Source: an optimization exercise on an open RTL-to-GDS flow (aim: small area). Production flows keep margins and buffers that such runs may drop.
Where RTL was checked, it was by simulation tests only, not by an equivalence proof against the original.
Power figures rest on the tool's default switching activity, not on a simulated workload.

==> module dmaController, before the edit <==
module dmaController (
  input  logic dma_if,
  input  logic rst,
  input  logic cs,
  input  logic wr,
  input  logic rd,
  input  dmaPkg::regAddr_t regAddr,
  input  dmaPkg::regByte_t wrData,
  output dmaPkg::regByte_t rdData,
  input  dmaPkg::channelMask_t dreq,
  output logic memValid,
  output dmaPkg::addrWord_t memAddr,
  output dmaPkg::channel_t memChannel,
  output logic memTc,
  input  logic memCredit
);
  logic [3:0][15:0] addrBase, addrCur, countBase, countCur;
  logic [3:0] maskReg, softReq, autoInit, downReg, tcStatus;
  logic bytePtr;
  logic [2:0] owed;   
  logic writeEn, clear, ctrAccess, ctrWrite;
  assign writeEn = cs && wr;
  assign clear = rst || (writeEn && regAddr == 4'd13);
  assign ctrAccess = cs && (wr || rd) && !regAddr[3];
  assign ctrWrite = writeEn && !regAddr[3];
  logic [3:0] request;
  logic [1:0] winner;
  logic anyRequest, grant;
  assign request = (dreq | softReq) & ~maskReg;
  assign anyRequest = |request && !(writeEn && regAddr == 4'd13);
  assign winner = request[0] ? 2'd0 : request[1] ? 2'd1 : request[2] ? 2'd2 : 2'd3;
  assign grant = anyRequest && !owed[2];
  logic [15:0] addrNow, countNow, addrNext, countNext, addrStep, countStep;
  logic terminal;
  logic [3:0] winHot;
  assign winHot = request & ~(request << 1) & ~(request << 2) & ~(request << 3);
  always_comb
  begin
    addrNow = '0;
    countNow = '0;
    for (int i = 0; i < 4; i++)
    begin
      addrNow |= addrCur[i] & {16{winHot[i]}};
      countNow |= countCur[i] & {16{winHot[i]}};
    end
  end
  logic down, reloadMode;
  assign down = |(downReg & winHot);
  assign reloadMode = |(autoInit & winHot);
  logic [15:0] addrProp;
  logic [16:0] addrCarry;
  logic [4:0] addrGroupCarry;
  assign addrProp = addrNow ^ {16{down}};
  assign addrGroupCarry[0] = 1'b1;
  for (genvar g = 0; g < 4; g++)
  begin : g_incGroup
    assign addrGroupCarry[g+1] = addrGroupCarry[g] && &addrProp[4*g +: 4];
    assign addrCarry[4*g] = addrGroupCarry[g];
    for (genvar k = 1; k < 4; k++)
    begin : g_bit
      assign addrCarry[4*g+k] = addrCarry[4*g+k-1] && addrProp[4*g+k-1];
    end
  end
  assign addrStep = addrNow ^ addrCarry[15:0];
  logic [15:0] countZero;
  logic [16:0] countBorrow;
  logic [4:0] countGroupBorrow;
  assign countZero = ~countNow;
  assign countGroupBorrow[0] = 1'b1;
  for (genvar g = 0; g < 4; g++)
  begin : g_decGroup
    assign countGroupBorrow[g+1] = countGroupBorrow[g] && &countZero[4*g +: 4];
    assign countBorrow[4*g] = countGroupBorrow[g];
    for (genvar k = 1; k < 4; k++)
    begin : g_bit
      assign countBorrow[4*g+k] = countBorrow[4*g+k-1] && countZero[4*g+k-1];
    end
  end
  assign countStep = countNow ^ countBorrow[15:0];
  assign terminal = countNow == 16'd0;
  logic reload;
  assign reload = terminal && reloadMode;
  assign addrNext = terminal ? 16'd0 : addrStep;
  assign countNext = terminal ? 16'd0 : countStep;
  logic [15:0] addrStepVal, countStepVal;
  assign addrStepVal = addrStep;
  assign countStepVal = countStep;
  for (genvar i = 0; i < 4; i++)
  begin : g_ch
    logic sel, step;
    logic [1:0] aLd, cLd, aStep, cStep, aHold, cHold, aBHold, cBHold, aRe, cRe;
    assign sel = ctrWrite && regAddr[2:1] == 2'(i) && !clear;
    assign step = grant && winner == 2'(i) && !clear;
    assign aLd = {sel && !regAddr[0] && bytePtr, sel && !regAddr[0] && !bytePtr};
    assign cLd = {sel && regAddr[0] && bytePtr, sel && regAddr[0] && !bytePtr};
    assign aStep = {2{step && !(sel && !regAddr[0]) && !terminal}};
    assign cStep = {2{step && !(sel && regAddr[0]) && !terminal}};
    assign aRe = {2{step && !(sel && !regAddr[0]) && reload}};
    assign cRe = {2{step && !(sel && regAddr[0]) && reload}};
    assign aHold = ~(aLd | {2{step && !(sel && !regAddr[0])}}) & {2{!clear}};
    assign cHold = ~(cLd | {2{step && !(sel && regAddr[0])}}) & {2{!clear}};
    assign aBHold = ~aLd & {2{!clear}};
    assign cBHold = ~cLd & {2{!clear}};
    logic [1:0] aFromBase, cFromBase;
    assign aFromBase = aLd | aRe;
    assign cFromBase = cLd | cRe;
    for (genvar b = 0; b < 2; b++)
    begin : g_byte
      logic [7:0] aBaseNext, cBaseNext;
      assign aBaseNext = ({8{aLd[b]}} & wrData) | ({8{aBHold[b]}} & addrBase[i][8*b +: 8]);
      assign cBaseNext = ({8{cLd[b]}} & wrData) | ({8{cBHold[b]}} & countBase[i][8*b +: 8]);
      always_ff @(posedge dma_if)
      begin
        addrBase[i][8*b +: 8] <= aBaseNext;
        countBase[i][8*b +: 8] <= cBaseNext;
        addrCur[i][8*b +: 8] <= ({8{aFromBase[b]}} & aBaseNext) | ({8{aStep[b]}} & addrStepVal[8*b +: 8])
                              | ({8{aHold[b]}} & addrCur[i][8*b +: 8]);
        countCur[i][8*b +: 8] <= ({8{cFromBase[b]}} & cBaseNext) | ({8{cStep[b]}} & countStepVal[8*b +: 8])
                              | ({8{cHold[b]}} & countCur[i][8*b +: 8]);
      end
    end
  end
  always_ff @(posedge dma_if)
  begin
    if (clear || (writeEn && regAddr == 4'd12))
      bytePtr <= 1'b0;
    else if (ctrAccess)
      bytePtr <= !bytePtr;
  end
  always_ff @(posedge dma_if)
  begin
    if (rst)
    begin
      autoInit <= '0;
      downReg <= '0;
    end
    else if (writeEn && regAddr == 4'd11)
    begin
      autoInit[wrData[1:0]] <= wrData[4];
      downReg[wrData[1:0]] <= wrData[5];
    end
  end
  always_ff @(posedge dma_if)
  begin
    if (clear)
    begin
      maskReg <= '1;
      softReq <= '0;
      tcStatus <= '0;
    end
    else
    begin
      if (writeEn)
      begin
        case (regAddr)
          4'd9: softReq[wrData[1:0]] <= wrData[2];
          4'd10: maskReg[wrData[1:0]] <= wrData[2];
          4'd14: maskReg <= '0;
          4'd15: maskReg <= wrData[3:0];
          default: ;
        endcase
      end
      if (cs && rd && regAddr == 4'd8)
        tcStatus <= '0;
      if (grant && terminal)
      begin
        tcStatus[winner] <= 1'b1;
        softReq[winner] <= 1'b0;
        if (!autoInit[winner])
          maskReg[winner] <= 1'b1;
      end
    end
  end
  always_ff @(posedge dma_if)
  begin
    if (rst)
      owed <= '0;
    else
      owed <= owed + 3'(grant) - 3'(memCredit);
  end
  always_ff @(posedge dma_if)
  begin
    memValid <= grant && !rst;
    memAddr <= addrNow;
    memChannel <= winner;
    memTc <= terminal;
  end
  logic [15:0] readWord;
  assign readWord = regAddr[0] ? countCur[regAddr[2:1]] : addrCur[regAddr[2:1]];
  always_ff @(posedge dma_if)
  begin
    if (!regAddr[3])
      rdData <= bytePtr ? readWord[15:8] : readWord[7:0];
    else if (regAddr[2:0] == 3'd0)
      rdData <= {dreq | softReq, tcStatus};
    else
      rdData <= '0;
  end
endmodule
Settings: LEC_CHECK=0, CAP_MARGIN=20, CORE_MARGIN=2, CORE_UTILIZATION=40, SLEW_MARGIN=20; clock period 5.0 ns.
standard.sh (not shown) runs the stock make flow with config.mk's settings and CLKGATE_MAP_FILE= SYNTH_SCRIPT=/design/flow/synth_recipe.tcl, a recipe that flattens the netlist after the stock synthesis.
==> flow/flow/run.sh <==
#!/bin/bash
# Standard layout with an area-oriented ABC mapping in place of the speed script, small port
# buffers, and a clock tree of clkbuf_8 without dummy loads.
# The synthesis script is synth_recipe.tcl with only the abc command's -script argument replaced.
set -uo pipefail
W=$(pwd)
{
  cat <<EOF
proc abc {args} {
  set i [lsearch -exact \$args -script]
  if { \$i >= 0 } { set args [lreplace \$args [expr {\$i + 1}] [expr {\$i + 1}] $W/flow/area.abc] }
  yosys abc {*}\$args
}
EOF
  cat "$W/synth_recipe.tcl"
} > "$W/area_synth.tcl"
bash "$W/standard.sh" SYNTH_SCRIPT="$W/area_synth.tcl" \
  "BUFFER_PORTS_ARGS=-buffer_cell sky130_fd_sc_hd__buf_2" \
  "CTS_ARGS=-sink_clustering_enable -repair_clock_nets -dont_use_dummy_load -buf_list sky130_fd_sc_hd__clkbuf_8 -sink_clustering_size 16 -sink_clustering_max_diameter 60" \
  finish > "$W/standard_make.log" 2>&1
status=$?
cp -f "$W"/orfs/logs/*/dmaController/base/*.log "$W"/ 2>/dev/null
exit $status
==> flow/flow/area.abc <==
&get -n
&st
&dch
&nf -a -R 1000
&put
topo
The starting point finished with timing, DRC and antenna clean.
Rerun with:
--- a/flow/design.v
+++ b/flow/design.v
@@ -88,45 +88,48 @@
   assign terminal = countNow == 16'd0;
   logic reload;
   assign reload = terminal && reloadMode;
   assign addrNext = terminal ? 16'd0 : addrStep;
   assign countNext = terminal ? 16'd0 : countStep;
   logic [15:0] addrStepVal, countStepVal;
-  assign addrStepVal = addrStep;
-  assign countStepVal = countStep;
+  logic [15:0] addrBaseNow, countBaseNow;
+  always_comb
+  begin
+    addrBaseNow = '0;
+    countBaseNow = '0;
+    for (int i = 0; i < 4; i++)
+    begin
+      addrBaseNow |= addrBase[i] & {16{winHot[i]}};
+      countBaseNow |= countBase[i] & {16{winHot[i]}};
+    end
+  end
+  assign addrStepVal = reload ? addrBaseNow : addrNext;
+  assign countStepVal = reload ? countBaseNow : countNext;
   for (genvar i = 0; i < 4; i++)
   begin : g_ch
     logic sel, step;
-    logic [1:0] aLd, cLd, aStep, cStep, aHold, cHold, aBHold, cBHold, aRe, cRe;
+    logic [1:0] aLd, cLd, aStep, cStep, aHold, cHold, aBHold, cBHold;
     assign sel = ctrWrite && regAddr[2:1] == 2'(i) && !clear;
     assign step = grant && winner == 2'(i) && !clear;
     assign aLd = {sel && !regAddr[0] && bytePtr, sel && !regAddr[0] && !bytePtr};
     assign cLd = {sel && regAddr[0] && bytePtr, sel && regAddr[0] && !bytePtr};
-    assign aStep = {2{step && !(sel && !regAddr[0]) && !terminal}};
-    assign cStep = {2{step && !(sel && regAddr[0]) && !terminal}};
-    assign aRe = {2{step && !(sel && !regAddr[0]) && reload}};
-    assign cRe = {2{step && !(sel && regAddr[0]) && reload}};
-    assign aHold = ~(aLd | {2{step && !(sel && !regAddr[0])}}) & {2{!clear}};
-    assign cHold = ~(cLd | {2{step && !(sel && regAddr[0])}}) & {2{!clear}};
+    assign aStep = {2{step && !(sel && !regAddr[0])}};
+    assign cStep = {2{step && !(sel && regAddr[0])}};
+    assign aHold = ~(aLd | aStep) & {2{!clear}};
+    assign cHold = ~(cLd | cStep) & {2{!clear}};
     assign aBHold = ~aLd & {2{!clear}};
     assign cBHold = ~cLd & {2{!clear}};
-    logic [1:0] aFromBase, cFromBase;
-    assign aFromBase = aLd | aRe;
-    assign cFromBase = cLd | cRe;
     for (genvar b = 0; b < 2; b++)
     begin : g_byte
-      logic [7:0] aBaseNext, cBaseNext;
-      assign aBaseNext = ({8{aLd[b]}} & wrData) | ({8{aBHold[b]}} & addrBase[i][8*b +: 8]);
-      assign cBaseNext = ({8{cLd[b]}} & wrData) | ({8{cBHold[b]}} & countBase[i][8*b +: 8]);
       always_ff @(posedge dma_if)
       begin
-        addrBase[i][8*b +: 8] <= aBaseNext;
-        countBase[i][8*b +: 8] <= cBaseNext;
-        addrCur[i][8*b +: 8] <= ({8{aFromBase[b]}} & aBaseNext) | ({8{aStep[b]}} & addrStepVal[8*b +: 8])
+        addrBase[i][8*b +: 8] <= ({8{aLd[b]}} & wrData) | ({8{aBHold[b]}} & addrBase[i][8*b +: 8]);
+        countBase[i][8*b +: 8] <= ({8{cLd[b]}} & wrData) | ({8{cBHold[b]}} & countBase[i][8*b +: 8]);
+        addrCur[i][8*b +: 8] <= ({8{aLd[b]}} & wrData) | ({8{aStep[b]}} & addrStepVal[8*b +: 8])
                               | ({8{aHold[b]}} & addrCur[i][8*b +: 8]);
-        countCur[i][8*b +: 8] <= ({8{cFromBase[b]}} & cBaseNext) | ({8{cStep[b]}} & countStepVal[8*b +: 8])
+        countCur[i][8*b +: 8] <= ({8{cLd[b]}} & wrData) | ({8{cStep[b]}} & countStepVal[8*b +: 8])
                               | ({8{cHold[b]}} & countCur[i][8*b +: 8]);
       end
     end
   end
   always_ff @(posedge dma_if)
   begin
The new run passed the timing, design-rule and antenna checks; sequential cell count stays the same; design area increases by about 4.6%; die area increases by about 4%; combinational power increases by about 15%; setup slack is better by 240 ps; clock power increases by about 5%; register-to-register slack is better by 220 ps.
For the second run of this note, only the layout was checked, not whether the RTL still works.

-- static timing again, ports no longer ideal --
How much do the figures lean on ideal ports? The routed layouts below were timed once more, with nothing changed but the port constraints.
Step 1, drivers: a clkbuf_16 drives dma_if and a buf_2 each remaining input, both assumed.
Step 2, shift: input delay + t, output delay - t, t = (earliest + latest rising clock arrival at the registers) / 2. This alone moves slack from input paths to output paths.
a / b / c = ideal ports / drivers / drivers and shift; a / b = the first two.
| run | t, ns | setup slack, ns | hold slack, ns | latest minus earliest clock arrival (ns) |
|---|---|---|---|---|
| the first run | 0.629 | 0.486 / 0.516 / -0.112 | 0.439 / 0.439 / 0.439 | 0.059 / 0.059 |
| the second run | 0.639 | 0.728 / 0.750 / 0.110 | 0.440 / 0.440 / 0.440 | 0.064 / 0.065 |
With both steps, setup timing fails in the first run, where it was met with ideal ports. For the second run, which loses most, drivers alone change the setup slack by +0.022 ns; drivers and shift together by -0.618 ns.
